From an optimization exercise on the open Yosys and OpenROAD flow, aimed at small area, a short achievable clock period and few clock cycles per item; shortcuts taken in it are not production practice.
Where RTL was checked, it was by simulation tests only, not by an equivalence proof against the original.
No activity file was given, so power comes from the tool's default toggle rates.

Setup of the baseline:
==> flow/design.v (excerpt) <==
module icache_top #(
	parameter int OFFSET_W = icache_pkg::OFFSET_W,
	parameter int INDEX_W  = icache_pkg::INDEX_W,
	parameter int TAG_W    = icache_pkg::ADDR_W - INDEX_W - OFFSET_W
) (
	input  logic                  clock_i,
	input  logic                  rst_n_i,
	input  logic                  fetch_i,
	input  icache_pkg::addr_t     fetch_addr_i,
	input  logic                  flush_i,
	output logic                  instr_valid_o,
	output icache_pkg::word_t     instr_o,
	output icache_pkg::addr_t     instr_addr_o,
	output logic                  miss_o,
	output logic                  mem_req_o,
	output icache_pkg::addr_t     mem_line_addr_o,
	input  logic                  mem_rvalid_i,
	input  icache_pkg::word_t     mem_rdata_i
);
	localparam int CAP = 31;
	localparam int LOW = 4;
	logic [4:0]     n_q;      
	logic           busy_q;   
	logic           lm_q;     
	logic           miss_q;
	logic           rdy_q;    
	logic           ireq_q;   
	logic           ereq_q;   
	logic [29:0]    h_q;      
	logic [1:0]     wc_q;     
	logic [LOW-1:0] ml_q;     
	logic           seq;
	logic           nz;
	logic           acc;
	logic           start;
	logic           deliver;
	logic           endw;
	logic           req;
	logic           lost;
	logic           clr;
	logic [24:0]    pm;
	logic [29:0]    h_inc;
	logic [4:0]     n_inc;
	logic [4:0]     n_dec;
	logic           busy_d;
	logic           lm_d;
	logic [29:0]    h_d;
	logic [1:0]     wc_d;
	logic [4:0]     n_d    [2];
	logic           nz_d   [2];
	logic           rdy_d  [2];
	logic           miss_d [2];
	logic           ireq_d [2];
	logic           ereq_d [2];
	for (genvar g = 0; g < 25; g++)
	begin : g_pm
		if (g == 0)
		begin : g_lsb
			assign pm[g] = 1'b1;
		end
		else
		begin : g_bit
			assign pm[g] = &h_q[g+4:5];
		end
	end
  ...
clock: 4.0 ns
lec_check: 0
abc_clock_period_in_ps: 1000
cap_margin: 20
core_margin: 2
core_utilization: 40
setup_slack_margin: 1.5
slew_margin: 20
synth_hierarchical: 1
synth_minimum_keep_size: 0
standard.sh (not shown) runs the stock make flow with config.mk's settings and CLKGATE_MAP_FILE= SYNTH_SCRIPT=/design/flow/synth_recipe.tcl, a recipe that flattens the netlist after the stock synthesis.
==> flow/flow/run.sh <==
#!/bin/bash
# own flow: the standard layout, with port buffers of a plain buffer cell
set -o pipefail
cp standard.sh standard.sh.txt 2>/dev/null
cp config.mk config.mk.txt
export BUFFER_PORTS_ARGS="-buffer_cell sky130_fd_sc_hd__buf_2"
export ADDER_MAP_FILE=
bash standard.sh > standard.log 2>&1
Testbench counts of the baseline, summed over its fixed seeds: cycles 71,895, items 32,000.
The inputs of the candidate differ from those of the baseline as listed below.
# the baseline
export LEC_CHECK = 0
export ABC_CLOCK_PERIOD_IN_PS = 1000
export CAP_MARGIN = 20
export CORE_MARGIN = 2
export CORE_UTILIZATION = 40
export SETUP_SLACK_MARGIN = 1.5
export SLEW_MARGIN = 20
export SYNTH_HIERARCHICAL = 1
export SYNTH_MINIMUM_KEEP_SIZE = 0
create_clock -name core_clock -period 4.0 [get_ports {clock_i}]
# the candidate
export LEC_CHECK = 0
export CAP_MARGIN = 20
export CORE_MARGIN = 2
export CORE_UTILIZATION = 40
export SETUP_SLACK_MARGIN = 1.2
export SLEW_MARGIN = 20
export SYNTH_HIERARCHICAL = 1
export SYNTH_MINIMUM_KEEP_SIZE = 0
create_clock -name core_clock -period 4.0 [get_ports {clock_i}]
On peak supply drop, the baseline beats the candidate.
Re fraction of final layout cells with drive strength greater than 1: the baseline was higher than the candidate.
Destination of the critical timing path = n_q[3]$_DFF_PN0_: the baseline; destination of the critical timing path = ereq_q$_DFF_PN0_: the candidate
Cell area | the candidate vs the baseline | the candidate smaller
Of the candidate and the baseline, it is the candidate that has the lower number of global-route vias before repair.

* * *

== run 1 ==
The RTL this note starts from:
==> flow/design.v <==
package icache_pkg;
	localparam int OFFSET_W = 4;
	localparam int INDEX_W  = 4;
	localparam int ADDR_W   = 32;
	localparam int TAG_W    = ADDR_W - INDEX_W - OFFSET_W;
	typedef logic [ADDR_W-1:0]   addr_t;
	typedef logic [TAG_W-1:0]    tag_t;
	typedef logic [INDEX_W-1:0]  index_t;
	typedef logic [OFFSET_W-1:0] offset_t;
	typedef logic [31:0]         word_t;
	typedef struct packed {
		tag_t    tag;
		index_t  index;
		offset_t offset;
	} fetch_addr_t;
	typedef struct packed {
		logic valid;
		tag_t tag;
	} tag_entry_t;
	typedef enum logic [1:0] {
		REFILL_IDLE,
		REFILL_REQUEST,
		REFILL_COLLECT,
		REFILL_COMMIT
	} refill_state_t;
endpackage
module icache_lookup #(
	parameter int W = 1
) (
	input  logic         sel_i,
	input  logic [W-1:0] a_i,
	input  logic [W-1:0] b_i,
	output logic [W-1:0] y_o
);
	assign y_o = sel_i ? b_i : a_i;
endmodule
module icache_hit_check (
	input  logic [29:0] addr_i,
	input  logic [24:0] head_hi_i,
	input  logic [4:0]  end_lo_i,
	input  logic        carry_i,
	output logic        seq_o
);
	logic [24:0] b;
	logic [24:0] cr;
	logic [24:0] co;
	assign b     = {24'd0, carry_i};
	assign cr    = head_hi_i ^ b ^ addr_i[29:5];
	assign co    = (head_hi_i & b) | (head_hi_i & cr) | (b & cr);
	assign seq_o = (addr_i[4:0] == end_lo_i) && (cr == {co[23:0], 1'b0});
endmodule
module icache_top #(
	parameter int OFFSET_W = icache_pkg::OFFSET_W,
	parameter int INDEX_W  = icache_pkg::INDEX_W,
	parameter int TAG_W    = icache_pkg::ADDR_W - INDEX_W - OFFSET_W
) (
	input  logic                  clock_i,
	input  logic                  rst_n_i,
	input  logic                  fetch_i,
	input  icache_pkg::addr_t     fetch_addr_i,
	input  logic                  flush_i,
	output logic                  instr_valid_o,
	output icache_pkg::word_t     instr_o,
	output icache_pkg::addr_t     instr_addr_o,
	output logic                  miss_o,
	output logic                  mem_req_o,
	output icache_pkg::addr_t     mem_line_addr_o,
	input  logic                  mem_rvalid_i,
	input  icache_pkg::word_t     mem_rdata_i
);
	localparam int CAP = 31;
	localparam int LOW = 4;
	logic [4:0]     n_q;      
	logic           busy_q;   
	logic           lm_q;     
	logic           miss_q;
	logic           rdy_q;    
	logic           ireq_q;   
	logic           ereq_q;   
	logic [29:0]    h_q;      
	logic [1:0]     wc_q;     
	logic [LOW-1:0] ml_q;     
	logic [4:0]     el_q;     
	logic           c_q;      
	logic           seq;
	logic           nz;
	logic           acc;
	logic           start;
	logic           deliver;
	logic           endw;
	logic           req;
	logic           lost;
	logic           clr;
	logic [24:0]    pm;
	logic [29:0]    h_inc;
	logic [4:0]     n_inc;
	logic [4:0]     n_dec;
	logic           busy_d;
	logic           lm_d;
	logic [29:0]    h_d;
	logic [1:0]     wc_d;
	logic [4:0]     n_d    [2];
	logic           nz_d   [2];
	logic           rdy_d  [2];
	logic           miss_d [2];
	logic           ireq_d [2];
	logic           ereq_d [2];
	for (genvar g = 0; g < 25; g++)
	begin : g_pm
		if (g == 0)
		begin : g_lsb
			assign pm[g] = 1'b1;
		end
		else
		begin : g_bit
			assign pm[g] = &h_q[g+4:5];
		end
	end
	assign h_inc  = {h_q[29:5] ^ (pm & {25{&h_q[4:0]}}), h_q[4:0] + 5'd1};
	icache_hit_check i_seq (
		.addr_i    (fetch_addr_i[31:2]),
		.head_hi_i (h_q[29:5]),
		.end_lo_i  (el_q),
		.carry_i   (c_q),
		.seq_o     (seq)
	);
	assign n_inc = n_q + 5'd1;
	assign n_dec = n_q - 5'd1;
	assign nz      = n_q != '0;
	assign acc     = fetch_i && !miss_q && !flush_i;
	assign start   = acc && !nz;
	assign deliver = mem_rvalid_i && rdy_q;
	assign endw    = mem_rvalid_i && (wc_q == 2'd3);
	assign req     = ireq_q || (mem_rvalid_i && ereq_q);
	assign lost    = endw && lm_q && nz && !rdy_q;
	assign clr     = flush_i || lost;
	assign busy_d = req || (busy_q && !endw);
	assign lm_d   = !start && (req || (lm_q && !endw));
	assign h_d    = start ? fetch_addr_i[31:2] : (deliver ? h_inc : h_q);
	assign wc_d   = req ? 2'd0 : (mem_rvalid_i ? wc_q + 2'd1 : wc_q);
	logic n_ge2;
	logic n_ge3;
	logic n_eq30;
	logic m_d;
	logic wrap_d;
	assign n_ge2  = n_q > 5'd1;
	assign n_ge3  = n_q > 5'd2;
	assign n_eq30 = n_q == 5'(CAP - 1);
	always_comb
	begin
		if (deliver)
		begin
			m_d = 1'b1;
		end
		else if (req)
		begin
			m_d = h_q[1:0] == 2'd0;
		end
		else if (mem_rvalid_i)
		begin
			m_d = h_q[1:0] == wc_q + 2'd1;
		end
		else
		begin
			m_d = h_q[1:0] == wc_q;
		end
	end
	assign wrap_d = start ? (&fetch_addr_i[LOW+3:4])
		: (deliver ? (&h_inc[LOW+1:2]) : (&h_q[LOW+1:2]));
	logic [4:0] el_d;
	logic       c_d;
	assign el_d = start ? fetch_addr_i[6:2] + 5'd1 : (acc ? el_q + 5'd1 : el_q);
	assign c_d  = start ? (&fetch_addr_i[6:2])
		: ((acc && (&el_q)) || (c_q && !(deliver && (&h_q[4:0]))));
	for (genvar s = 0; s < 2; s++)
	begin : g_seq
		logic good;
		logic bad;
		logic gt1_d;
		assign good = acc && (!nz || (s == 1));
		assign bad  = acc && nz && (s == 0);
		always_comb
		begin
			n_d[s] = n_q;
			if (clr)
			begin
				n_d[s] = '0;
			end
			else if (good && !deliver)
			begin
				n_d[s] = n_inc;
			end
			else if (deliver && !good)
			begin
				n_d[s] = n_dec;
			end
		end
		assign nz_d[s] = !clr && (good || (deliver ? n_ge2 : nz));
		assign gt1_d   = !clr && (good ? (deliver ? n_ge2 : nz) : (deliver ? n_ge3 : n_ge2));
		assign rdy_d[s] = busy_d && lm_d && nz_d[s] && m_d;
		assign miss_d[s] = !flush_i && (miss_q ? nz_d[s]
			: (bad || lost || (!clr && good && !deliver && n_eq30)));
		assign ireq_d[s] = !busy_d && nz_d[s];
		assign ereq_d[s] = busy_d && (wc_d == 2'd3) && (lm_d
			? (rdy_d[s] && gt1_d && !wrap_d)
			: nz_d[s]);
	end
	logic [8:0] ctl_pick;
	icache_lookup #(.W(9)) i_pick_ctl (
		.sel_i (seq),
		.a_i   ({n_d[0], miss_d[0], rdy_d[0], ireq_d[0], ereq_d[0]}),
		.b_i   ({n_d[1], miss_d[1], rdy_d[1], ireq_d[1], ereq_d[1]}),
		.y_o   (ctl_pick)
	);
	assign mem_req_o       = req;
	assign mem_line_addr_o = {h_q[29:LOW+2], ml_q, 4'b0000};
	assign instr_valid_o   = deliver;
	assign instr_o         = mem_rdata_i;
	assign instr_addr_o    = {h_q, 2'b00};
	assign miss_o          = miss_q;
	always_ff @(posedge clock_i or negedge rst_n_i)
	begin
		if (!rst_n_i)
		begin
			n_q    <= '0;
			busy_q <= 1'b0;
			lm_q   <= 1'b0;
			miss_q <= 1'b0;
			rdy_q  <= 1'b0;
			ireq_q <= 1'b0;
			ereq_q <= 1'b0;
		end
		else
		begin
			{n_q, miss_q, rdy_q, ireq_q, ereq_q} <= ctl_pick;
			busy_q <= busy_d;
			lm_q   <= lm_d;
		end
	end
	always_ff @(posedge clock_i)
	begin
		h_q  <= h_d;
		wc_q <= wc_d;
		el_q <= el_d;
		c_q  <= c_d;
		ml_q <= h_d[LOW+1:2] + LOW'(lm_d);
	end
endmodule
export LEC_CHECK = 0
export CAP_MARGIN = 20
export CORE_MARGIN = 2
export CORE_UTILIZATION = 60
export SETUP_SLACK_MARGIN = 1.8
export SLEW_MARGIN = 20
export SYNTH_HIERARCHICAL = 1
export SYNTH_MINIMUM_KEEP_SIZE = 0
create_clock -name core_clock -period 4.0 [get_ports {clock_i}]
==> flow/flow/run.sh <==
#!/bin/bash
# own flow: the standard layout, with port buffers of a plain buffer cell
set -o pipefail
cp standard.sh standard.sh.txt 2>/dev/null
cp config.mk config.mk.txt
export BUFFER_PORTS_ARGS="-buffer_cell sky130_fd_sc_hd__buf_1"
export ADDER_MAP_FILE=
bash standard.sh > standard.log 2>&1
#### Input delta (run 2 over run 1)
Settings: SETUP_SLACK_MARGIN: 1.8 -> 2.1.
--- outcome ---
Compared run 2 against run 1; critical-path maximum fanout within noise.
The run with more setup slack is run 2; run 1 has less.
Sequential share of layout area down 4.0 points in run 2 wrt run 1
Run 2 | status: complete | timing, DRC, antenna: pass
Run 1 reached the end of the flow, and the finished layout is clean on the timing, design-rule and antenna checks.
Run 1 → run 2: upper clock frequency limit picked up an extra about 0.33%, first-pass GRT wire length higher.
## Diff of input files: run 3 against run 2
Settings: swapping 2.1 for 1.5 in SETUP_SLACK_MARGIN.
==> comparison <==
Every stage of the flow completed for run 3, and the final layout passed the timing, design-rule and antenna checks. As of run 3, final total power had fallen by more than 10% compared to run 2. Side by side, number of combinational gates with multiple inputs turned out lower in run 3 than in run 2. The vias after detailed routing of run 3 was superior to that of run 2. Between run 2 and run 3, the flow reports maximum operating frequency increasing by a few percent. Run 3 -> run 2: well-tap cell count delta 0, exact match. Run 3 against run 2; total of plain and repair buffers excluding clock buffers is down by more than a quarter. Per the comparison of run 3 with run 2, area taken by flip-flops and latches was more or less identical; design area lower; proportion of final cell area spent on non-clock buffers fell 13 points. On worst-case setup margin in the final layout: between run 3 and run 2, it ends up higher for run 3.
No run of this note included a check of the RTL's function; only the layout flow was run.

separate check: timing with driven ports:
The flow's constraints put no driver on any port. The routed layouts listed below were extracted and timed again, unchanged, in two steps. Step 1, drivers: a clkbuf_16 drives clock_i and a buf_2 each remaining input, both assumed. Step 2, shift: input delay + t, output delay - t, t = (earliest + latest rising clock arrival at the registers) / 2. This alone moves slack from input paths to output paths. Slacks: ideal / step 1 / step 2; pairs: ideal / step 1.
| run | shift t [ns] | setup WS [ns] | worst data-port slew with drivers (ns) | cell pins on the clock port's net |
|---|---|---|---|---|
| the baseline | 0.331 | 1.412 / 1.403 / 1.072 | 0.07 | 1 |
| the candidate | 0.338 | 1.334 / 1.333 / 0.995 | 0.07 | 1 |
| run 1 | 0.336 | 1.527 / 1.512 / 1.176 | 0.07 | 1 |
| run 2 | 0.345 | 1.536 / 1.541 / 1.196 | 0.07 | 1 |
| run 3 | 0.328 | 1.618 / 1.595 / 1.293 | 0.08 | 1 |
After both steps every run listed still meets setup and hold. The setup slack of run 1, which loses most, moves by -0.015 ns with the drivers and by -0.351 ns with both steps.
